Source: an optimization exercise on an open RTL-to-GDS flow (aim: small area, a short achievable clock period and few clock cycles per item). Production flows keep margins and buffers that such runs may drop. Function was checked by simulation only, so behaviour that the tests miss may differ from the original.

==> flow/design.v, too long to show whole: its modules and the start of the top module <==
// module conv_fa: 10 lines
// module conv_ha: 9 lines
// module conv_stream_mac: 1834 lines
module conv_stream_mac
#(
    parameter int DATA_W = 8,
    parameter int KSIZE  = 4,
    parameter int OUT_W  = 16
) (
    input  logic                          clk,
    input  logic                          rst,
    input  logic                          k_valid,
    output logic                          k_ready,
    input  logic [DATA_W-1:0]             k_data,
    input  logic                          in_valid,
    output logic                          in_ready,
    input  logic [KSIZE*KSIZE*DATA_W-1:0] in_window,
    input  logic                          relu_en,
    output logic                          out_valid,
    input  logic                          out_ready,
    output logic [OUT_W-1:0]              out_data,
    output logic                          out_neg,
    output logic                          kernel_ok
);
  // ...
==> flow/flow/run.sh <==
#!/bin/bash
# Standard layout with two changes: the port buffers are buf_2 cells instead
# of the default choice (a slow delay buffer), and clock tree synthesis builds
# the tree from clkbuf_8 cells without dummy loads.
set -euo pipefail
export BUFFER_PORTS_ARGS="-buffer_cell sky130_fd_sc_hd__buf_2"
export CTS_ARGS="-sink_clustering_enable -repair_clock_nets -dont_use_dummy_load -buf_list sky130_fd_sc_hd__clkbuf_8"
bash standard.sh > standard_flow.log 2>&1
==> flow/standard.sh <==
#!/bin/bash
# synth_recipe.tcl (not shown) runs the flow's synth.tcl, then flattens the netlist and writes it again
# the make line also repeats each setting of config.mk as NAME=value (left out here)
make -C /OpenROAD-flow-scripts/flow DESIGN_CONFIG=/design/flow/config.mk WORK_HOME=/design/flow/orfs CLKGATE_MAP_FILE= SYNTH_SCRIPT=/design/flow/synth_recipe.tcl "${@:-finish}"
==> flow/config.mk <==
export PLATFORM = sky130hd
export DESIGN_NAME = conv_stream_mac
export DESIGN_NICKNAME = conv_stream_mac
export VERILOG_FILES = /design/flow/design.v
export SDC_FILE = /design/flow/constraint.sdc
export NUM_CORES = 4
export LEC_CHECK = 0
export ABC_AREA = 1
export CAP_MARGIN = 20
export CORE_MARGIN = 2
export CORE_UTILIZATION = 60
export SETUP_SLACK_MARGIN = 2.5
export SLEW_MARGIN = 20
export SYNTH_HIERARCHICAL = 1
==> flow/constraint.sdc <==
create_clock -name core_clock -period 5.5 [get_ports {clk}]
set_input_delay 1.1000 -clock core_clock [delete_from_list [all_inputs] [get_ports {clk}]]
set_output_delay 1.1000 -clock core_clock [all_outputs]
set_load 0.01 [all_outputs]
==> impl_metrics.yaml, run 1 <==
run_status:
  status: "timing/DRC/antenna clean"
layout:
  multi_input_area_share_pct: 51.2
  largestClassByArea: "multi-input gates"
  seq_share_pct: 37.4
  regMostFlops: "cs1"
  buf_share_pct: 2.10
  nets: 4167
  drive_gt1_share_pct: 9.55
  layout_commonest_cell: "fa_1"
  finish.instance_area_mm2: 0.0425
  final-clk-cell-share_pct: 3.53
  largest_reg_flops: 288
die:
  pin_count: 163
  die_h_um: 260
  rows: 93
cts:
  clock_latency_ns: 0.76
  cts-resized-gates: 0
  holdBufCountCts: 0
  cts.clk_slew.worst_paths_ns: 0.06
setup_path:
  path_depth: 4
  crit_family: "flip-flops"
  crit_chain: "inv_1 > nand2_1 > a21oi_1 > buf_2"
  crit_path_end_kind: "output pin"
  cp_data_arrival_time_ns: 1.72
logic_synthesis:
  ys.flop_type: "dfxtp_1"
  synth_top_area_share_pct: 28.5
  synthSimpleGateAreaFrac_pct: 3.97
place:
  routabilityCongestion: 1.04
timing:
  finClkSkew_ns: 0.102
  setup_slack_ns: 2.68
  hold_violations: 0
  max_freq_mhz: 354
worst_hold_path:
  worstHoldEndpoint: "cs3[0]"
routing:
  routedWlPerCell_um: 27.5
  wl_um: 118000
  ant_nets: 0
global_routing:
  antenna_found_initial: 2
  grt_first_pass_wirelength_um: 173000
Testbench counts, summed over its fixed seeds: cycles 7,632, items 7,200.
==> inputs of run 2 (changes only) <==
--- a/flow/config.mk
+++ b/flow/config.mk
@@ -10,5 +10,5 @@
 export CORE_MARGIN = 2
 export CORE_UTILIZATION = 60
-export SETUP_SLACK_MARGIN = 2.5
+export SETUP_SLACK_MARGIN = 2.6
 export SLEW_MARGIN = 20
 export SYNTH_HIERARCHICAL = 1
==> run 2 against run 1 <==
Against the previous run: maximum frequency hardly changed; cell count stayed put; register-to-register slack worse by 0.06 ns; still clean on timing, DRC and antenna; hold slack hardly changed; worst setup slack worse by 0.0018 ns; largest cell class unchanged; global-route usage is 0.065 points higher; via count is 0.26% higher; critical path depth is 10 higher; first-iteration DRC count is 0.22% higher; routed wire length hardly changed.
==> impl_metrics.yaml, run 2 <==
setup_path:
  critical_path_required_ns: 5.94
  rr_startpoint: "cnt[0]"
  rr_endpoint: "kneg[10]"
  crit_path_max_fanout: 9
  setup.worst_path.start_class: "register"
  rrSetupSlack_ns: 2.68
  path_class: "reg2reg"
  cp_data_arrival_time_ns: 3.27
  worstRegToRegCells: 14
  crit_path_start: "cnt[0]"
  crit_path_end_kind: "register"
  cp-endpoint: "kneg[10]"
die:
  core_area_mm2: 0.0646
  start_util_pct: 60.8
  rows: 93
  pin_count: 163
  die_h_um: 260
  die_area_mm2: 0.0675
  die_x_um: 260
layout:
  layout_commonest_cell: "fa_1"
  regMostFlops: "cs1"
  largest_reg_flops: 288
  final_cell_mix: "560 x fa_1, 512 x xor2_1, 432 x o22ai_1"
  largestRegisters: "cs1 x288, kern x176, cs2 x70"
  area_growth_pct: 8.29
  drive_gt1_share_pct: 9.55
  fillers: 4877
  nets: 4167
  finalNonFillerCells: 4292
  finish.instance_area_mm2: 0.0425
cts:
  cts-root-buf: "clkbuf_8"
  clockBufferDepth: 3
  cts.clk_slew.worst_paths_ns: 0.06
  htree_levels: 3
  clock_latency_ns: 0.75
  holdBufCountCts: 0
  cts_sinks: 663
  cts_tree: "done"
  numCtsBuffers: 109
worst_hold_path:
  hp-class: "reg2reg"
global_routing:
  overflow: 0
  grt_pass1_vias: 26500
  grt_usage_pct: 35.8
  antenna_found_initial: 2
  grt_max_degree: 105
  grt_first_pass_wirelength_um: 173000
logic_synthesis:
  synth_area_mm2: 0.0393
  seq_area_frac_synth_pct: 40.5
  synth-seq-cells: 663
  ys.flop_type: "dfxtp_1"
  synth_top_cells_by_area: "fa_1 29%, dfxtp_1 20%, edfxtp_1 19%"
  synth_top_area_cell: "fa_1"
  synth.avg_cell_area_um2: 12.2
  async_reset_ff_share_pct: 2.56
  netlist_instances: 3231
  synth_most_common_cell: "fa_1"
  yosysWarningCount: 7
  synth_cell_types: 35
  synth_top_area_share_pct: 28.5
  synth_edf_count: 255
  synthTopCellsByCount: "560 x fa_1, 512 x xor2_1, 433 x o22ai_1, 391 x dfxtp_1, 355 x inv_1"
run:
  cap_violations: 0
place:
  dpl_cell_area_mm2: 0.0410
  dpl.cell_count: 4179
  dpl.hpwl_um: 95900
  routabilityCongestion: 1.04
  portBuffers: 162
run_status:
  status: "timing/DRC/antenna clean"
timing:
  setup_viol: 0
  rsz0062_at_grt: "yes"
  finClkSkew_ns: 0.101
  fin_crit_ns: 2.82
  hold_violations: 0
  max_freq_mhz: 354
  slew_viol_final: 0
  fin_setup_tns_ns: 0
  period_share_pct: 51.4
  worst_pin_slew_ns: 1.03
  relSlewSlack_pct: 31.1
routing:
  vias: 25800
  wl_um: 118000
  drc: 0
  viasPerCell: 6.02
  routedWlPerCell_um: 27.5
  drt-initial-drc-count: 2736
  first_pass_iters: 6
  ant_nets: 0
run 2: final cells by class:
type | count | area [µm²] | area share [%]
multi-input combinational | 2136 | 21800 | 51.2
sequential | 663 | 15900 | 37.4
clock buffer | 109 | 1500 | 3.53
inverter | 360 | 1360 | 3.19
tap | 855 | 1070 | 2.52
timing repair buffer | 168 | 906 | 2.13
antenna | 1 | 2.50 | 0.00588
run 2: Yosys stat by module, one instance, submodules excluded:
| module | cells inside | times used |
|---|---|---|
| conv_ha | 1 | 6 |
| conv_fa | 1 | 558 |
| conv_stream_mac | 2667 | 1 |
run 2: worst max-delay path, cell delays in order, from the launching register on:
cell     delay (ns)
dfrtp_1        0.40
inv_1          0.10
ha_1           0.16
nand3_2        0.24
inv_2          0.18
nor2_1         0.06
ha_1           0.32
nand2_1        0.06
a21oi_1        0.24
nand2_1        0.08
a21oi_1        0.22
nand2_1        0.10
a21oi_2        0.19
nand3_1        0.11
xor2_1         0.15
run 2: kinds of logic (layout without fill, tap and decap cells):
kind of cell,after synthesis,count (layout),share of synthesized area (%)
and+or+nand+nor,378,378,3.97
other,1,5,0.00955
adders and majority gates,587,587,29.4
DFF,663,663,40.5
buffers and inverters,436,637,4.18
AOI/OAI and AO/OA,595,596,9.15
muxes,5,5,0.143
xor gates and xnor gates,566,566,12.6
run 2: worst min path at each step:
| stage | start | endpoint | slack (ns) | depth (start not counted) |
|---|---|---|---|---|
| detailed placement | cs2[1] | cs3[1] | 0.32 | 0 |
| CTS | cs2[0] | cs3[0] | 0.32 | 0 |
| global placement | cs2[1] | cs3[1] | 0.32 | 0 |
| floorplan | cs2[0] | cs3[0] | 0.31 | 0 |
| finish | cs2[0] | cs3[0] | 0.32 | 0 |
| global route | cs2[7] | cs3[4] | 0.31 | 0 |
run 2: per-stage QoR:
step | hold WS, ns | util, % | setup slack [ns]
after floorplan | 0.310 | - | 1.14
after global placement | 0.316 | 63.4 | 2.23
after detailed placement | 0.320 | 63.4 | 2.17
after CTS | 0.318 | 65.8 | 2.64
after global routing | 0.314 | 65.8 | 2.46
final | 0.317 | 65.8 | 2.68
run 2: repair_timing:
action                     CTS  global route
pin swaps                    1             1
setup endpoints to repair   25            57
gates cloned                 1             0
resized for setup            2             2
buffers inserted             0             2
run 2: metal layers:
layer	vias to the layer above	track usage (%)	wire length, µm
met3	230	6.95	9950
met5	-	0	0
met2	1379	57.0	56200
met1	13100	49.8	47500
met4	0	12.1	4380
li1	11100	-	-
==> inputs of run 3 (changes only) <==
--- a/flow/config.mk
+++ b/flow/config.mk
@@ -9,6 +9,6 @@
 export CAP_MARGIN = 20
 export CORE_MARGIN = 2
-export CORE_UTILIZATION = 60
-export SETUP_SLACK_MARGIN = 2.6
+export CORE_UTILIZATION = 70
+export SETUP_SLACK_MARGIN = 2.7
 export SLEW_MARGIN = 20
 export SYNTH_HIERARCHICAL = 1
==> run 3 against run 2 <==
Against the previous run: sequential share of layout area about the same; via count grew 4.7%; non-clock buffer count is 13 higher; design area down 0.11%; utilization increased by 11 points; highest routed layer unchanged; critical path depth shrank 8; worst setup slack improved by 0.057 ns.
==> impl_metrics.yaml, run 3 <==
logic_synthesis:
  synthTopCellsByCount: "560 x fa_1, 512 x xor2_1, 433 x o22ai_1, 391 x dfxtp_1, 355 x inv_1"
  synth_most_common_cell: "fa_1"
  async_reset_ff_share_pct: 2.56
  synth_edf_count: 255
  synth_top_area_share_pct: 28.5
  synth_top_cells_by_area: "fa_1 29%, dfxtp_1 20%, edfxtp_1 19%"
  ys.flop_type: "dfxtp_1"
  synth_cell_types: 35
  yosysWarningCount: 7
  synth.avg_cell_area_um2: 12.2
  synth_top_area_cell: "fa_1"
  seq_area_frac_synth_pct: 40.5
  synth-seq-cells: 663
  netlist_instances: 3231
  synth_area_mm2: 0.0393
routing:
  drt-initial-drc-count: 3238
  wl_um: 119000
  routedWlPerCell_um: 28.5
  ant_nets: 0
  vias: 27100
  first_pass_iters: 6
  viasPerCell: 6.45
  drc: 0
cts:
  clockBufferDepth: 3
  cts_sinks: 663
  numCtsBuffers: 104
  cts-root-buf: "clkbuf_8"
  cts_tree: "done"
  cts.clk_slew.worst_paths_ns: 0.06
  clock_latency_ns: 0.72
  htree_levels: 3
  holdBufCountCts: 0
layout:
  largestRegisters: "cs1 x288, kern x176, cs2 x70"
  fillers: 3478
  drive_gt1_share_pct: 10.1
  area_growth_pct: 8.17
  regMostFlops: "cs1"
  nets: 4175
  final_core_util_pct: 76.8
  layout_commonest_cell: "fa_1"
  final_cell_mix: "559 x fa_1, 511 x xor2_1, 432 x o22ai_1"
  finalNonFillerCells: 4194
  largest_reg_flops: 288
timing:
  relSlewSlack_pct: 31.4
  rsz0062_at_grt: "no"
  hold_slack_ns: 0.314
  max_freq_mhz: 361
  period_share_pct: 50.3
  slew_viol_final: 0
  hold_violations: 0
  worst_pin_slew_ns: 1.03
  fin_crit_ns: 2.77
  setup_viol: 0
  finClkSkew_ns: 0.0479
  setup_slack_ns: 2.73
  fin_setup_tns_ns: 0
die:
  rows: 86
  core_area_mm2: 0.0553
  start_util_pct: 71.0
  die_area_mm2: 0.0580
  die_h_um: 241
  die_x_um: 241
  pin_count: 163
place:
  portBuffers: 162
  dpl.hpwl_um: 94600
  place_ws_ns: 2.15
  routabilityCongestion: 1.02
  dpl.cell_count: 4071
global_routing:
  gr-usage-met2_pct: 65.6
  antenna_found_initial: 3
  overflow: 0
  grt_max_degree: 89
  grt_use_met1_pct: 56.4
  grt_first_pass_wirelength_um: 174000
  globalRouteMet3Util_pct: 9.20
  grt.busiest_layer: "met2"
  grt_usage_pct: 42.3
  grt_pass1_vias: 27700
setup_path:
  cp_data_arrival_time_ns: 3.35
  critical_path_required_ns: 6.09
  crit_path_end_kind: "register"
  path_class: "reg2reg"
  crit_path_max_fanout: 7
  setup.worst_path.start_class: "register"
run_status:
  status: "timing/DRC/antenna clean"
worst_hold_path:
  hp-class: "reg2reg"
run:
  cap_violations: 0
[run 3: cell counts after synthesis]
Identical to the previous run, type by type.
[run 3: per-module statistics from Yosys, one instance, submodules excluded]
module / flip-flops and latches / copies in the design / cell area [µm²]
conv_fa: 0 / 558 / 20.0
conv_ha: 0 / 6 / 12.5
conv_stream_mac: 663 / 1 / 28000
[run 3: metrics by stage]
step | instance area (µm²)
6_report | 42500
5_1_grt | 42500
4_1_cts | 42300
3_5_place_dp | 40800
3_3_place_gp | 40800
2_1_floorplan | 39300
[run 3: worst max-delay path, cell delays in order (launching register included)]
cell      delay [ns]
edfxtp_1        0.51
inv_1           0.24
nand2_1         0.19
o22ai_1         0.20
xor2_1          0.43
fa_2            0.62
fa_1            0.49
[run 3: worst paths after layout]
| kind | endpoint | cells past startpoint | from | slack (ns) |
|---|---|---|---|---|
| max | cs1[4] | 6 | kern[22] | 2.73 |
| min reg2reg | cs3[0] | 0 | cs2[0] | 0.31 |
| min in group asynchronous | qv[1] | 2 | rst | 0.50 |
| max reg2reg | cs1[4] | 6 | kern[22] | 2.73 |
| max in group asynchronous | cnt[1] | 2 | rst | 4.51 |
| min | cs3[0] | 0 | cs2[0] | 0.31 |
[run 3: what timing repair did]
action	4_1_cts	5_1_grt
gates resized for setup	6	14
cloned	1	0
pin swaps	1	6
setup buffers	0	16
setup endpoints to repair	64	68
[run 3: per-layer routing]
layer	routed length (µm)	share of wire (%)	vias up
met3	12600	11	399
met4	7880	6.6	0
met2	54700	46	1977
met1	44200	37	13600
met5	0	0	-
li1	-	-	11100
[run 3: layout make-up]
type / count / area, µm² / area share [%]
tap: 748 / 936 / 2.20
inverter: 360 / 1360 / 3.20
antenna: 2 / 5.00 / 0.0118
timing repair buffer: 181 / 1000 / 2.36
multi-input combinational: 2136 / 21800 / 51.4
sequential: 663 / 15900 / 37.5
clock buffer: 104 / 1430 / 3.37
[run 3: cells by family after synthesis]
logic type               count (synthesis)  share of synthesized area, %
flip-flops                             663                          40.5
AO/OA/AOI/OAI                          595                          9.15
adder cells (fa/ha/maj)                587                          29.4
XOR/XNOR                               566                          12.6
buffers and inverters                  436                          4.18
AND/OR/NAND/NOR                        378                          3.97
multiplexers                             5                         0.143
other                                    1                       0.00955
==> inputs of run 4 (changes only) <==
--- a/flow/config.mk
+++ b/flow/config.mk
@@ -9,5 +9,5 @@
 export CAP_MARGIN = 20
 export CORE_MARGIN = 2
-export CORE_UTILIZATION = 70
+export CORE_UTILIZATION = 60
 export SETUP_SLACK_MARGIN = 2.7
 export SLEW_MARGIN = 20
==> run 4 against run 3 <==
Against the previous run: sequential cell count unchanged; non-clock buffer count fell by 10; maximum frequency is 2.5% higher; global-route usage is 6.4 points lower; critical path type is now reg2out.
==> impl_metrics.yaml, run 4 <==
run_status:
  status: "timing/DRC/antenna clean"
setup_path:
  rr_startpoint: "kern[45]"
  crit_path_start: "kpend"
  setup.worst_path.start_class: "register"
  cp_data_arrival_time_ns: 1.60
  crit_path_end_kind: "output pin"
  crit_path_max_fanout: 3
  path_class: "reg2out"
  critical_path_required_ns: 4.40
routing:
  dr_wl_met2_um: 56100
  route.layer.met1.wl_um: 47900
  ant_nets: 0
  viasPerCell: 6.04
  first_pass_iters: 6
  routedWlPerCell_um: 27.5
  wl_um: 118000
  drc: 0
  drt-initial-drc-count: 2725
  wl_met3_um: 9700
  top_layer_used: "met4"
  vias: 25900
timing:
  finClkSkew_ns: 0.102
  worst_pin_slew_ns: 1.05
  period_share_pct: 49.1
  fin_setup_tns_ns: 0
  max_freq_mhz: 370
  hold_violations: 0
  setup_viol: 0
  relSlewSlack_pct: 30.2
  rsz0062_at_grt: "no"
  slew_viol_final: 0
  fin_crit_ns: 2.70
logic_synthesis:
  synth_top_family_by_area: "adder cells"
  synth_cell_types: 35
  synth_area_mm2: 0.0393
  synth_top_area_share_pct: 28.5
  synth_xor_area_share_pct: 12.6
  synth-compound-area-share_pct: 9.15
  synth.avg_cell_area_um2: 12.2
  synth-seq-cells: 663
  synth_edf_count: 255
  yosysWarningCount: 7
  synth.area.mux_share_pct: 0.143
  synth_top_area_cell: "fa_1"
  synth_most_common_cell: "fa_1"
  synth_top_cells_by_area: "fa_1 29%, dfxtp_1 20%, edfxtp_1 19%"
  synthAdderAreaFrac_pct: 29.4
  synthSimpleGateAreaFrac_pct: 3.97
  netlist_instances: 3231
  async_reset_ff_share_pct: 2.56
  synthTopCellsByCount: "560 x fa_1, 512 x xor2_1, 433 x o22ai_1, 391 x dfxtp_1, 355 x inv_1"
  ys.flop_type: "dfxtp_1"
  seq_area_frac_synth_pct: 40.5
global_routing:
  overflow: 0
  grt_usage_pct: 35.9
  grt_pass1_vias: 26500
  grt_first_pass_wirelength_um: 173000
  antenna_found_initial: 2
  grt_max_degree: 105
cts:
  htree_levels: 3
  cts.clk_slew.worst_paths_ns: 0.06
  cts-root-buf: "clkbuf_8"
  cts_sinks: 663
  cts_tree: "done"
  holdBufCountCts: 0
  clockBufferDepth: 3
  numCtsBuffers: 109
  clock_latency_ns: 0.75
place:
  routabilityCongestion: 1.04
  dpl.hpwl_um: 95900
  portBuffers: 162
layout:
  nets: 4170
  final_core_util_pct: 66.0
  largest_reg_flops: 288
  area_growth_pct: 8.46
  layout_commonest_cell: "fa_1"
  largestRegisters: "cs1 x288, kern x176, cs2 x70"
  regMostFlops: "cs1"
  drive_gt1_share_pct: 9.80
  final_cell_mix: "560 x fa_1, 511 x xor2_1, 432 x o22ai_1"
die:
  die_area_mm2: 0.0675
  pin_count: 163
  die_h_um: 260
  die_x_um: 260
  rows: 93
  core_area_mm2: 0.0646
  start_util_pct: 60.8
run:
  cap_violations: 0
worst_hold_path:
  hp-class: "reg2reg"
  hold_path_startpoint: "cs2[0]"
run 4: layer usage:
metal  vias up  track usage [%]
met5         -                0
met4         0             12.1
met3       250             6.94
met2      1417             57.1
met1     13200             49.8
li1      11100                -
run 4: Yosys stat by module (local to each module, per instance):
module,copies in the design,cells,cell area (µm²),flip-flops and latches
conv_fa,558,1,20.0,0
conv_ha,6,1,12.5,0
conv_stream_mac,1,2667,28000,663
run 4: through the flow:
stage          hold slack, ns  instances  worst slack (ns)  cell area, µm²
3_5_place_dp            0.320       4179              2.17           41000
5_1_grt                 0.314       4295              2.70           42600
6_report                0.317       4295              2.80           42600
3_3_place_gp            0.316       4179              2.23           41000
4_1_cts                 0.318       4291              2.71           42500
2_1_floorplan           0.310       3234              1.14           39300
run 4: path summary, 6_finish.rpt:
path                       cells past startpoint    endpoint  slack (ns)
setup / recovery                               4    in_ready        2.80
setup reg to reg                               5     cs1[51]        2.83
min in group asynchronous                      2  pending[2]        0.52
hold / removal                                 0      cs3[0]        0.32
hold reg to reg                                0      cs3[0]        0.32
max in group asynchronous                      2      cnt[0]        4.41
run 4: logic make-up after synthesis:
kind of cell,after synthesis
adders and majority gates,587
muxes,5
DFF,663
other,1
xor gates and xnor gates,566
buffers and inverters,436
AOI/OAI and AO/OA,595
and+or+nand+nor,378
run 4: repair_timing:
action | 4_1_cts | 5_1_grt
pin swaps | 1 | 3
gates resized for setup | 3 | 11
cloned | 1 | 0
endpoints found under the setup margin | 50 | 53
setup buffers | 2 | 3
run 4: layout make-up:
class | instances | area [µm²]
fillers | 4874 | 22000
multi-input cells | 2136 | 21800
flip-flops and latches | 663 | 15900
clock buffers | 109 | 1500
inverters | 360 | 1360
well taps | 855 | 1070
repair buffers | 171 | 932
diodes | 1 | 2.50
run 4: critical path, stage by stage, from the launching register on:
cell and delay [ns]:
dfrtp_1 0.37, inv_1 0.07, nand2_2 0.14, a21oi_1 0.19
buf_2 0.16
==> inputs of run 5 (changes only) <==
==> flow/flow/run.sh (replaced) <==
#!/bin/bash
# Standard layout with two changes: the port buffers are buf_2 cells instead
# of the default choice (a slow delay buffer), and clock tree synthesis builds
# the tree from clkbuf_8 cells without dummy loads, up to 12 flip-flops per leaf buffer.
set -euo pipefail
export BUFFER_PORTS_ARGS="-buffer_cell sky130_fd_sc_hd__buf_2"
export CTS_ARGS="-sink_clustering_enable -repair_clock_nets -dont_use_dummy_load -buf_list sky130_fd_sc_hd__clkbuf_8 -sink_clustering_size 12 -sink_clustering_max_diameter 70"
bash standard.sh > standard_flow.log 2>&1
==> run 5 against run 4 <==
Against the previous run: clock-buffer cell count fell by 38; clock skew shrank 0.046 ns; largest cell class unchanged; maximum frequency is 0.38% higher; critical path type is now reg2reg; sequential share of layout area grew 0.43 points; utilization down 0.75 points.
==> impl_metrics.yaml, run 5 <==
timing:
  hold_slack_ns: 0.336
  finClkSkew_ns: 0.0554
  fin_setup_tns_ns: 0
  rsz0062_at_grt: "no"
  hold_violations: 0
  setup_viol: 0
  fin_crit_ns: 2.69
  setup_slack_ns: 2.81
  period_share_pct: 48.9
  max_freq_mhz: 372
  relSlewSlack_pct: 31.3
  slew_viol_final: 0
  worst_pin_slew_ns: 1.03
logic_synthesis:
  synthTopCellsByCount: "560 x fa_1, 512 x xor2_1, 433 x o22ai_1, 391 x dfxtp_1, 355 x inv_1"
  synth_cell_types: 35
  ys.flop_type: "dfxtp_1"
  synth.avg_cell_area_um2: 12.2
  synth_top_cells_by_area: "fa_1 29%, dfxtp_1 20%, edfxtp_1 19%"
  synth_edf_count: 255
  yosysWarningCount: 7
  async_reset_ff_share_pct: 2.56
  synth_area_mm2: 0.0393
  seq_area_frac_synth_pct: 40.5
  synth_top_area_share_pct: 28.5
  synth_most_common_cell: "fa_1"
  netlist_instances: 3231
  synth_top_area_cell: "fa_1"
  synth-seq-cells: 663
setup_path:
  crit_chain: "inv_1 > nand2_1 > o22ai_1 > xor2_2 > fa_1 > fa_1"
  worstRegToRegCells: 6
  crit_path_max_fanout: 7
  slowest_delay_ns: 0.55
  crit_path_frequent_cell: "fa_1"
  cp_slowest_cell: "fa_1"
  cp_num_buf_inv: 1
  cp_data_arrival_time_ns: 3.22
  rr_startpoint: "kern[22]"
  path_class: "reg2reg"
  crit_path_end_kind: "register"
  rr_endpoint: "cs1[4]"
  critical_path_required_ns: 6.03
  setup.worst_path.start_class: "register"
  rrSetupSlack_ns: 2.81
  crit_family: "adder cells"
place:
  dpl.cell_count: 4179
  dpl_cell_area_mm2: 0.0410
  portBuffers: 162
  place_ws_ns: 2.17
  dpl.hpwl_um: 95900
  routabilityCongestion: 1.04
global_routing:
  overflow: 0
  antenna_found_initial: 2
  grt_first_pass_wirelength_um: 172000
  grt_usage_pct: 35.7
  grt_max_degree: 105
  grt_pass1_vias: 26200
routing:
  ant_nets: 0
  wl_met3_um: 9780
  drc: 0
  viasPerCell: 6.02
  dr_wl_met2_um: 55500
  drt-initial-drc-count: 2807
  wl_um: 118000
  top_layer_used: "met5"
  vias: 25700
  first_pass_iters: 7
  routedWlPerCell_um: 27.6
  route.layer.met1.wl_um: 47500
layout:
  layout_commonest_cell: "fa_1"
  nets: 4137
  finalNonFillerCells: 4263
  largest_reg_flops: 288
  drive_gt1_share_pct: 8.93
  regMostFlops: "cs1"
  largestRegisters: "cs1 x288, kern x176, cs2 x70"
  final_core_util_pct: 65.2
  finish.instance_area_mm2: 0.0421
  final_cell_mix: "560 x fa_1, 511 x xor2_1, 432 x o22ai_1"
  area_growth_pct: 7.24
worst_hold_path:
  hp-class: "reg2reg"
  worstHoldEndpoint: "cs3[1]"
  hold_path_startpoint: "cs2[1]"
  hold_depth: 0
die:
  start_util_pct: 60.8
  die_x_um: 260
  pin_count: 163
  rows: 93
  die_area_mm2: 0.0675
  core_area_mm2: 0.0646
  die_h_um: 260
cts:
  htree_levels: 3
  cts_sinks: 663
  cts-root-buf: "clkbuf_8"
  clock_latency_ns: 0.68
  cts_tree: "done"
  clockBufferDepth: 3
  numCtsBuffers: 71
  cts.clk_slew.worst_paths_ns: 0.09
run_status:
  status: "timing/DRC/antenna clean"
run:
  cap_violations: 0
==> run 5: changes by cell type in the layout (fill, tap and decap cells not counted), sizes merged <==
cell    delta
clkbuf    -38
buf        +5
diode      +1
==> run 5: layout make-up <==
class	instances	area, µm²
sequential	663	15900
fill	4915	22500
antenna	2	5.00
timing repair buffer	176	966
multi-input combinational	2136	21800
inverter	360	1360
tap	855	1070
clock buffer	71	977
==> run 5: routing by layer <==
layer / vias up / track usage, %
li1: 11000 / -
met1: 13000 / 49.7
met2: 1378 / 56.4
met3: 261 / 6.84
met4: 2 / 12.9
met5: - / 0
==> run 5: per-module statistics from Yosys (local to each module, per instance) <==
module,flops+latches,cells inside,copies in the design
conv_stream_mac,663,2667,1
conv_fa,0,1,558
conv_ha,0,1,6
==> run 5: cells by family after synthesis <==
family	share of synthesized area, %
xor gates and xnor gates	12.6
adders and majority gates	29.4
other	0.00955
and+or+nand+nor	3.97
DFF	40.5
buffers and inverters	4.18
muxes	0.143
AOI/OAI and AO/OA	9.15
==> run 5: worst max-delay path by stage <==
stage               startpoint      end  slack [ns]  cells past startpoint
finish                kern[22]   cs1[4]        2.81                      6
global route          kern[22]   cs1[4]        2.67                      6
CTS                     cs3[4]    q2[0]        2.72                     15
detailed placement   out_ready    q3[4]        2.17                      5
global placement     out_ready    q3[9]        2.23                      5
floorplan              k_valid  kern[0]        1.14                      2
==> run 5: repair_timing <==
| item | CTS | global route |
|---|---|---|
| pin swaps | 1 | 4 |
| hold buffers | 0 | 0 |
| resized for setup | 4 | 9 |
| setup buffers | 2 | 8 |
| cloned | 1 | 0 |
| endpoints found under the setup margin | 57 | 63 |
==> inputs of run 6 (changes only) <==
==> flow/flow/run.sh (replaced) <==
#!/bin/bash
# Standard layout with two changes: the port buffers are buf_2 cells instead
# of the default choice (a slow delay buffer), and clock tree synthesis builds
# the tree from clkbuf_8 cells without dummy loads, up to 14 flip-flops per leaf buffer.
set -euo pipefail
export BUFFER_PORTS_ARGS="-buffer_cell sky130_fd_sc_hd__buf_2"
export CTS_ARGS="-sink_clustering_enable -repair_clock_nets -dont_use_dummy_load -buf_list sky130_fd_sc_hd__clkbuf_8 -sink_clustering_size 14 -sink_clustering_max_diameter 80"
bash standard.sh > standard_flow.log 2>&1
--- a/flow/config.mk
+++ b/flow/config.mk
@@ -10,5 +10,5 @@
 export CORE_MARGIN = 2
 export CORE_UTILIZATION = 60
-export SETUP_SLACK_MARGIN = 2.7
+export SETUP_SLACK_MARGIN = 2.6
 export SLEW_MARGIN = 20
 export SYNTH_HIERARCHICAL = 1
==> run 6 against run 5 <==
Against the previous run: hold slack gained 0.0019 ns; worst setup slack lost 0.15 ns; highest routed layer is now met4; first-iteration DRC count grew 2.2%; cell count shrank 0.54%; non-clock buffer count shrank 7; clock-buffer cell count shrank 15; clock skew shrank 0.00098 ns; critical endpoint is now kneg[10]; via count shrank 0.40%; design area shrank 0.73%.
==> impl_metrics.yaml, run 6 <==
run_status:
  status: "timing/DRC/antenna clean"
logic_synthesis:
  synth.avg_cell_area_um2: 12.2
  synth_top_area_share_pct: 28.5
  synth_top_area_cell: "fa_1"
  synthTopCellsByCount: "560 x fa_1, 512 x xor2_1, 433 x o22ai_1, 391 x dfxtp_1, 355 x inv_1"
  synth-seq-cells: 663
  synth_area_mm2: 0.0393
  synth_top_cells_by_area: "fa_1 29%, dfxtp_1 20%, edfxtp_1 19%"
  seq_area_frac_synth_pct: 40.5
  synth_cell_types: 35
  async_reset_ff_share_pct: 2.56
  netlist_instances: 3231
  ys.flop_type: "dfxtp_1"
  synth_edf_count: 255
  synth_most_common_cell: "fa_1"
  yosysWarningCount: 7
layout:
  largest_reg_flops: 288
  area_growth_pct: 6.45
  finalNonFillerCells: 4240
  regMostFlops: "cs1"
  layout_commonest_cell: "fa_1"
  nets: 4115
  finish.instance_area_mm2: 0.0418
  largestRegisters: "cs1 x288, kern x176, cs2 x70"
  final_cell_mix: "560 x fa_1, 512 x xor2_1, 432 x o22ai_1"
  drive_gt1_share_pct: 8.19
cts:
  cts-root-buf: "clkbuf_8"
  cts.clk_slew.worst_paths_ns: 0.09
  holdBufCountCts: 0
  numCtsBuffers: 56
  clockBufferDepth: 3
  htree_levels: 2
  cts_tree: "done"
  cts_sinks: 663
  clock_latency_ns: 0.72
timing:
  fin_setup_tns_ns: 0
  rsz0062_at_grt: "yes"
  setup_viol: 0
  period_share_pct: 51.6
  relSlewSlack_pct: 32.4
  hold_violations: 0
  finClkSkew_ns: 0.0544
  max_freq_mhz: 352
  slew_viol_final: 0
  fin_crit_ns: 2.84
  setup_slack_ns: 2.66
  hold_slack_ns: 0.338
  worst_pin_slew_ns: 1.01
worst_hold_path:
  worstHoldEndpoint: "cs3[1]"
  hold_depth: 0
  hp-class: "reg2reg"
  hold_path_startpoint: "cs2[1]"
run:
  cap_violations: 0
setup_path:
  crit_path_end_kind: "register"
  rr_endpoint: "kneg[10]"
  cp_slowest_cell: "dfrtp_1"
  critical_path_required_ns: 5.95
  crit_chain: "inv_1 > ha_1 > nand3_2 > inv_2 > nor2_1 > ha_1 > nand2_1 > a21oi_1 > nand2_1 > a21oi_1 > nand2_1 > a21oi_2 > nand3_1 > xor2_1"
  crit_path_max_fanout: 9
  cp_data_arrival_time_ns: 3.29
  crit_path_frequent_cell: "nand2_1"
  rr_startpoint: "cnt[0]"
  slowest_delay_ns: 0.41
  cp_num_buf_inv: 2
  path_class: "reg2reg"
  worstRegToRegCells: 14
  rrSetupSlack_ns: 2.66
  setup.worst_path.start_class: "register"
  crit_family: "compound AO/OA/AOI/OAI gates"
routing:
  ant_nets: 0
  wl_met3_um: 9530
  vias: 25600
  viasPerCell: 6.03
  drt-initial-drc-count: 2870
  dr_wl_met2_um: 55700
  route.layer.met1.wl_um: 47400
  routedWlPerCell_um: 27.7
  wl_um: 117000
  drc: 0
  top_layer_used: "met4"
  first_pass_iters: 6
place:
  dpl.cell_count: 4179
  dpl.hpwl_um: 95900
  place_ws_ns: 2.17
  portBuffers: 162
  dpl_cell_area_mm2: 0.0410
  routabilityCongestion: 1.04
global_routing:
  grt_pass1_vias: 26100
  antenna_found_initial: 1
  grt_max_degree: 105
  grt_first_pass_wirelength_um: 172000
  overflow: 0
  grt_usage_pct: 35.5
die:
  die_h_um: 260
  pin_count: 163
  die_x_um: 260
  start_util_pct: 60.8
  rows: 93
  die_area_mm2: 0.0675
  core_area_mm2: 0.0646
## run 6: cell count changes in the layout (fill, tap and decap cells not counted), sizes merged
cell    change
diode       -1
buf         -7
clkbuf     -15
## run 6: stage by stage
stage	util, %
floorplan	-
global placement	63.4
detailed placement	63.4
CTS	64.6
global route	64.7
finish	64.7
## run 6: cells by family (layout without fill, tap and decap cells)
group,Yosys count,count (layout),synth area share [%]
adder cells (fa/ha/maj),587,587,29.4
XOR/XNOR,566,566,12.6
flip-flops,663,663,40.5
AO/OA/AOI/OAI,595,596,9.15
multiplexers,5,5,0.143
AND/OR/NAND/NOR,378,378,3.97
buffers and inverters,436,585,4.18
other,1,5,0.00955
## run 6: per-layer routing
layer  up-vias  GRT usage [%]
met5         -              0
met4         0           12.5
met3       230           5.05
met2      1370           56.6
met1     13000           50.3
li1      11000              -
## run 6: how the worst max path moves through the flow
stage,start,end,slack [ns],cells after the start
floorplan,k_valid,kern[0],1.14,2
global placement,out_ready,q3[9],2.23,5
detailed placement,out_ready,q3[4],2.17,5
CTS,cnt[0],kneg[10],2.62,14
global route,cnt[0],kneg[10],2.44,15
finish,cnt[0],kneg[10],2.66,14
## run 6: repair_timing
action                     in CTS  in global routing
gates cloned                    1                  0
setup buffers                   0                  3
pin swaps                       1                  2
resized for setup               2                  4
setup endpoints to repair      32                 57
hold endpoints to repair        0                  0
## run 6: cell type report
type                       instances  area [µm²]
sequential                       663       15900
timing repair buffer             169         913
multi-input combinational       2136       21800
antenna                            1        2.50
clock buffer                      56         771
tap                              855        1070
inverter                         360        1360
fill                            4938       22800
## run 6: Yosys stat by module, one instance, submodules excluded
module	copies in the design	cell area [µm²]	flip-flops and latches
conv_stream_mac	1	28000	663
conv_fa	558	20.0	0
conv_ha	6	12.5	0
==> inputs of run 7 (changes only) <==
--- a/flow/config.mk
+++ b/flow/config.mk
@@ -10,5 +10,5 @@
 export CORE_MARGIN = 2
 export CORE_UTILIZATION = 60
-export SETUP_SLACK_MARGIN = 2.6
+export SETUP_SLACK_MARGIN = 2.8
 export SLEW_MARGIN = 20
 export SYNTH_HIERARCHICAL = 1
==> run 7 against run 6 <==
Against the previous run: highest routed layer is now met5; still clean on timing, DRC and antenna; utilization increased by 0.72 points; hold slack got worse by 0.0070 ns; register-to-register slack improved by 0.14 ns; first-iteration DRC count is 11% higher; sequential cell count unchanged; global-route usage up 0.33 points; clock skew rose by 0.022 ns; worst setup slack improved by 0.14 ns; clock-buffer cell count rose by 1; critical path depth is 10 lower; critical endpoint is now cs2[3]; synthesized cell count stayed put.
==> impl_metrics.yaml, run 7 <==
run_status:
  status: "timing/DRC/antenna clean"
setup_path:
  cp_slowest_cell: "fa_1"
  crit_path_end_kind: "register"
  crit_chain: "fa_1 > fa_1 > fa_1 > fa_1"
  path_class: "reg2reg"
  critical_path_required_ns: 6.12
  cp_data_arrival_time_ns: 3.32
  crit_path_max_fanout: 1
  setup.worst_path.start_class: "register"
  crit_path_frequent_cell: "fa_1"
  slowest_delay_ns: 0.64
cts:
  holdBufCountCts: 0
  htree_levels: 2
  cts.clk_slew.worst_paths_ns: 0.10
  cts_tree: "done"
  cts-root-buf: "clkbuf_8"
  cts_sinks: 663
  clock_latency_ns: 0.72
  numCtsBuffers: 57
  clockBufferDepth: 3
logic_synthesis:
  synth_edf_count: 255
  synth-seq-cells: 663
  synth_area_mm2: 0.0393
  synth_top_area_cell: "fa_1"
  synth_most_common_cell: "fa_1"
  synth.avg_cell_area_um2: 12.2
  async_reset_ff_share_pct: 2.56
  synth_cell_types: 35
  ys.flop_type: "dfxtp_1"
  synth_top_area_share_pct: 28.5
  yosysWarningCount: 7
  seq_area_frac_synth_pct: 40.5
  netlist_instances: 3231
  synth_top_cells_by_area: "fa_1 29%, dfxtp_1 20%, edfxtp_1 19%"
  synthTopCellsByCount: "560 x fa_1, 512 x xor2_1, 433 x o22ai_1, 391 x dfxtp_1, 355 x inv_1"
global_routing:
  grt_pass1_vias: 26200
  grt_usage_pct: 35.8
  grt_max_degree: 80
  antenna_found_initial: 3
  overflow: 0
  grt_first_pass_wirelength_um: 174000
worst_hold_path:
  hp-class: "reg2reg"
routing:
  drc: 0
  wl_um: 118000
  viasPerCell: 6.03
  vias: 25800
  drt-initial-drc-count: 3187
  ant_nets: 0
  first_pass_iters: 6
  routedWlPerCell_um: 27.7
layout:
  nets: 4157
  final_core_util_pct: 65.5
  area_growth_pct: 7.63
  layout_commonest_cell: "fa_1"
  largest_reg_flops: 288
  regMostFlops: "cs1"
  largestRegisters: "cs1 x288, kern x176, cs2 x70"
  final_cell_mix: "556 x fa_1, 509 x xor2_1, 431 x o22ai_1"
  drive_gt1_share_pct: 10.1
timing:
  finClkSkew_ns: 0.0763
  setup_viol: 0
  worst_pin_slew_ns: 0.966
  fin_setup_tns_ns: 0
  hold_violations: 0
  period_share_pct: 49.1
  relSlewSlack_pct: 35.5
  slew_viol_final: 0
  max_freq_mhz: 370
  rsz0062_at_grt: "no"
  fin_crit_ns: 2.70
die:
  die_area_mm2: 0.0675
  die_h_um: 260
  start_util_pct: 60.8
  rows: 93
  pin_count: 163
  die_x_um: 260
  core_area_mm2: 0.0646
place:
  routabilityCongestion: 0.990
  dpl.hpwl_um: 96400
  portBuffers: 162
run:
  cap_violations: 0
-- run 7: cell counts after synthesis --
No cell type changed its count.
-- run 7: modules after synthesis, one instance, submodules excluded --
module	copies in the design	cell area (µm²)	flip-flops and latches	cells
conv_fa	558	20.0	0	1
conv_stream_mac	1	28000	663	2667
conv_ha	6	12.5	0	1
-- run 7: worst paths after layout --
| kind | start | end | slack, ns | cells after the start |
|---|---|---|---|---|
| worst max-delay path | cs1[22] | cs2[3] | 2.80 | 4 |
| worst min-delay path | cs2[69] | cs3[31] | 0.33 | 0 |
| worst max register to register | cs1[22] | cs2[3] | 2.80 | 4 |
| worst min register to register | cs2[69] | cs3[31] | 0.33 | 0 |
| max in group asynchronous | rst | cnt[2] | 4.45 | 2 |
| min in group asynchronous | rst | qv[2] | 0.53 | 2 |
-- run 7: layer usage --
| metal | part of all wire [%] | up-vias | track usage (%) |
|---|---|---|---|
| li1 | - | 11100 | - |
| met1 | 41 | 13100 | 51.0 |
| met2 | 47 | 1402 | 57.1 |
| met3 | 8.1 | 195 | 5.49 |
| met4 | 3.7 | 4 | 11.6 |
| met5 | 0.019 | - | 0 |
-- run 7: critical path: cells and delay by family, from the launching register on --
kind | cells | cell delay (ns)
fa+ha+maj | 4 | 2.10
flops | 1 | 0.50
-- run 7: cell type report --
type | count | area (µm²)
diodes | 1 | 2.50
clock buffers | 57 | 785
fillers | 4963 | 22300
inverters | 360 | 1370
multi-input cells | 2136 | 21900
flip-flops and latches | 663 | 15900
well taps | 855 | 1070
repair buffers | 210 | 1250
-- run 7: stage by stage --
step | std cells | hold slack (ns) | instance area, µm² | setup slack (ns)
floorplan | 3234 | 0.310 | 39300 | 1.14
global placement | 4183 | 0.316 | 41000 | 2.21
detailed placement | 4183 | 0.316 | 41000 | 2.19
CTS | 4245 | 0.332 | 41900 | 2.69
global route | 4282 | 0.336 | 42300 | 2.76
finish | 4282 | 0.331 | 42300 | 2.80
-- run 7: logic make-up after synthesis --
logic type | Yosys count | synth area share [%]
flops | 663 | 40.5
fa+ha+maj | 587 | 29.4
compound gates | 595 | 9.15
xor+xnor | 566 | 12.6
other cells | 1 | 0.00955
mux | 5 | 0.143
buf+inv | 436 | 4.18
simple gates | 378 | 3.97
-- run 7: timing repair --
action                                  4_1_cts  5_1_grt
gates cloned                                  1        0
endpoints found under the setup margin       65       91
resized for setup                            11       27
hold endpoints to repair                      0        0
buffers inserted                              4       36
pin swaps                                     1       11
==> inputs of run 8 (changes only) <==
--- a/flow/config.mk
+++ b/flow/config.mk
@@ -10,5 +10,5 @@
 export CORE_MARGIN = 2
 export CORE_UTILIZATION = 60
-export SETUP_SLACK_MARGIN = 2.8
+export SETUP_SLACK_MARGIN = 2.7
 export SLEW_MARGIN = 20
 export SYNTH_HIERARCHICAL = 1
==> run 8 against run 7 <==
Against the previous run: clock-buffer cell count is 1 lower; worst setup slack worse by 0.0051 ns; utilization is 0.59 points lower; area after synthesis stayed put; register-to-register slack hardly changed; routed wire length is 0.78% lower.
==> impl_metrics.yaml, run 8 <==
layout:
  area_growth_pct: 6.67
  largestRegisters: "cs1 x288, kern x176, cs2 x70"
  layout_commonest_cell: "fa_1"
  seq_area_mm2: 0.0159
  final_cell_mix: "559 x fa_1, 511 x xor2_1, 432 x o22ai_1"
  largest_reg_flops: 288
  drive_gt1_share_pct: 8.47
  regMostFlops: "cs1"
  fillers: 4925
  multi_input_area_mm2: 0.0218
  nets: 4119
  finalNonFillerCells: 4244
  finish.instance_area_mm2: 0.0419
place:
  portBuffers: 162
  dpl_cell_area_mm2: 0.0410
  dpl.cell_count: 4179
  routabilityCongestion: 1.04
  dpl.hpwl_um: 95900
cts:
  cts-root-buf: "clkbuf_8"
  numCtsBuffers: 56
  cts_sinks: 663
  clock_latency_ns: 0.72
  cts.clk_slew.worst_paths_ns: 0.10
  cts_tree: "done"
  holdBufCountCts: 0
  clockBufferDepth: 3
  htree_levels: 2
global_routing:
  overflow: 0
  grt_max_degree: 105
  antenna_found_initial: 1
  grt_first_pass_wirelength_um: 172000
  grt_usage_pct: 35.5
  grt_pass1_vias: 26100
routing:
  first_pass_iters: 6
  viasPerCell: 6.04
  drc: 0
  ant_nets: 0
  routedWlPerCell_um: 27.7
  vias: 25600
  drt-initial-drc-count: 3003
  wl_um: 118000
die:
  die_area_mm2: 0.0675
  die_x_um: 260
  core_area_mm2: 0.0646
  start_util_pct: 60.8
  die_h_um: 260
  rows: 93
  pin_count: 163
worst_hold_path:
  worstHoldEndpoint: "cs3[1]"
  hp-class: "reg2reg"
  hold_depth: 0
  hold_path_startpoint: "cs2[1]"
logic_synthesis:
  synth_area_mm2: 0.0393
  synth_top_area_cell: "fa_1"
  ys.flop_type: "dfxtp_1"
  synth_cell_types: 35
  synth.avg_cell_area_um2: 12.2
  synth_top_area_share_pct: 28.5
  synth-seq-cells: 663
  synth_top_cells_by_area: "fa_1 29%, dfxtp_1 20%, edfxtp_1 19%"
  yosysWarningCount: 7
  seq_area_frac_synth_pct: 40.5
  synth_most_common_cell: "fa_1"
  synth_edf_count: 255
  netlist_instances: 3231
  async_reset_ff_share_pct: 2.56
  synthTopCellsByCount: "560 x fa_1, 512 x xor2_1, 433 x o22ai_1, 391 x dfxtp_1, 355 x inv_1"
run:
  cap_violations: 0
timing:
  period_share_pct: 49.2
  max_freq_mhz: 370
  relSlewSlack_pct: 31.6
  worst_pin_slew_ns: 1.03
  slew_viol_final: 0
  rsz0062_at_grt: "no"
  fin_crit_ns: 2.71
  setup_viol: 0
  finClkSkew_ns: 0.0549
  hold_violations: 0
  fin_setup_tns_ns: 0
setup_path:
  crit_path_end_kind: "register"
  critical_path_required_ns: 6.08
  path_class: "reg2reg"
  cp_data_arrival_time_ns: 3.28
  rr_startpoint: "cs1[100]"
  rrSetupSlack_ns: 2.79
  worstRegToRegCells: 4
  rr_endpoint: "cs2[11]"
  crit_path_max_fanout: 1
  setup.worst_path.start_class: "register"
run_status:
  status: "timing/DRC/antenna clean"
## run 8: cell counts after synthesis
Identical to the previous run, type by type.
## run 8: modules after synthesis, one instance, submodules excluded
module | area [µm²] | flops+latches
conv_ha | 12.5 | 0
conv_stream_mac | 28000 | 663
conv_fa | 20.0 | 0
## run 8: cell families (layout without fill, tap and decap cells)
| family | Yosys count | after routing | synth area share, % |
|---|---|---|---|
| xor gates and xnor gates | 566 | 566 | 12.6 |
| DFF | 663 | 663 | 40.5 |
| buffers and inverters | 436 | 589 | 4.18 |
| adders and majority gates | 587 | 587 | 29.4 |
| and+or+nand+nor | 378 | 378 | 3.97 |
| other | 1 | 5 | 0.00955 |
| AOI/OAI and AO/OA | 595 | 596 | 9.15 |
| muxes | 5 | 5 | 0.143 |
## run 8: how the worst max path moves through the flow
stage	from	end	slack [ns]	cells after the start
after CTS	cs3[4]	q2[0]	2.72	15
after floorplan	k_valid	kern[0]	1.14	2
after global placement	out_ready	q3[9]	2.23	5
final	cs1[100]	cs2[11]	2.79	4
after detailed placement	out_ready	q3[4]	2.17	5
after global routing	cs3[24]	q2[7]	2.71	12
## run 8: metal layers
layer  share of wire (%)  track usage [%]  up-vias
li1                    -                -    11000
met1                  41             50.4    13000
met2                  47             56.6     1393
met3                 7.9             5.03      245
met4                 4.1             12.5        0
met5                   0                0        -
## run 8: timing repair
| action | 4_1_cts | 5_1_grt |
|---|---|---|
| pin swaps | 1 | 4 |
| setup buffers | 2 | 5 |
| gates resized for setup | 5 | 10 |
| cloned | 1 | 0 |
| endpoints found under the setup margin | 58 | 66 |
| endpoints found under the hold margin | 0 | 0 |
## run 8: final cells by class
class                   count  area share (%)
diodes                      1         0.00597
clock buffers              56            1.84
inverters                 360            3.23
multi-input cells        2136            52.1
flip-flops and latches    663            38.0
well taps                 855            2.55
repair buffers            173            2.25
## run 8: metrics by stage
step	setup slack [ns]	hold slack [ns]	util, %
6_report	2.79	0.339	64.9
5_1_grt	2.71	0.352	64.9
4_1_cts	2.72	0.340	64.7
3_5_place_dp	2.17	0.320	63.4
3_3_place_gp	2.23	0.316	63.4
2_1_floorplan	1.14	0.310	-
## run 8: worst max-delay path: stages (launching register included)
cell     delay, ns
dfxtp_1       0.33
fa_1          0.60
fa_1          0.60
fa_1          0.61
fa_1          0.41

[what the ideal ports hide]
The flow's constraints put no driver on any port. The routed layouts listed below were extracted and timed again, unchanged, in two steps. Step 1 assumes that a clkbuf_16 drives the clock port and a buf_2 every other input. Step 2 also shifts input and output timing later by t, the mid clock arrival at the registers, as if the neighbouring blocks saw the same clock. Three values: ideal, step 1, step 2; two values: the first two.
run	shift t [ns]	slack for setup (ns)	worst hold slack (ns)	worst data-port slew with drivers (ns)
run 1	0.773	2.677 / 2.609 / 2.161	0.317 / 0.317 / 0.317	0.04
run 2	0.770	2.675 / 2.675 / 2.160	0.317 / 0.317 / 0.317	0.04
run 3	0.763	2.732 / 2.732 / 2.096	0.314 / 0.314 / 0.314	0.06
run 4	0.771	2.800 / 2.732 / 2.188	0.317 / 0.317 / 0.317	0.04
run 5	0.708	2.810 / 2.750 / 2.233	0.336 / 0.336 / 0.336	0.04
run 6	0.749	2.663 / 2.663 / 2.166	0.338 / 0.338 / 0.338	0.04
run 7	0.738	2.800 / 2.800 / 2.113	0.331 / 0.331 / 0.331	0.05
run 8	0.748	2.795 / 2.749 / 2.242	0.339 / 0.339 / 0.339	0.04
After both steps setup and hold are still met in every run listed. The setup slack of run 7, which loses most, moves by 0.000 ns with the drivers and by -0.687 ns with both steps.
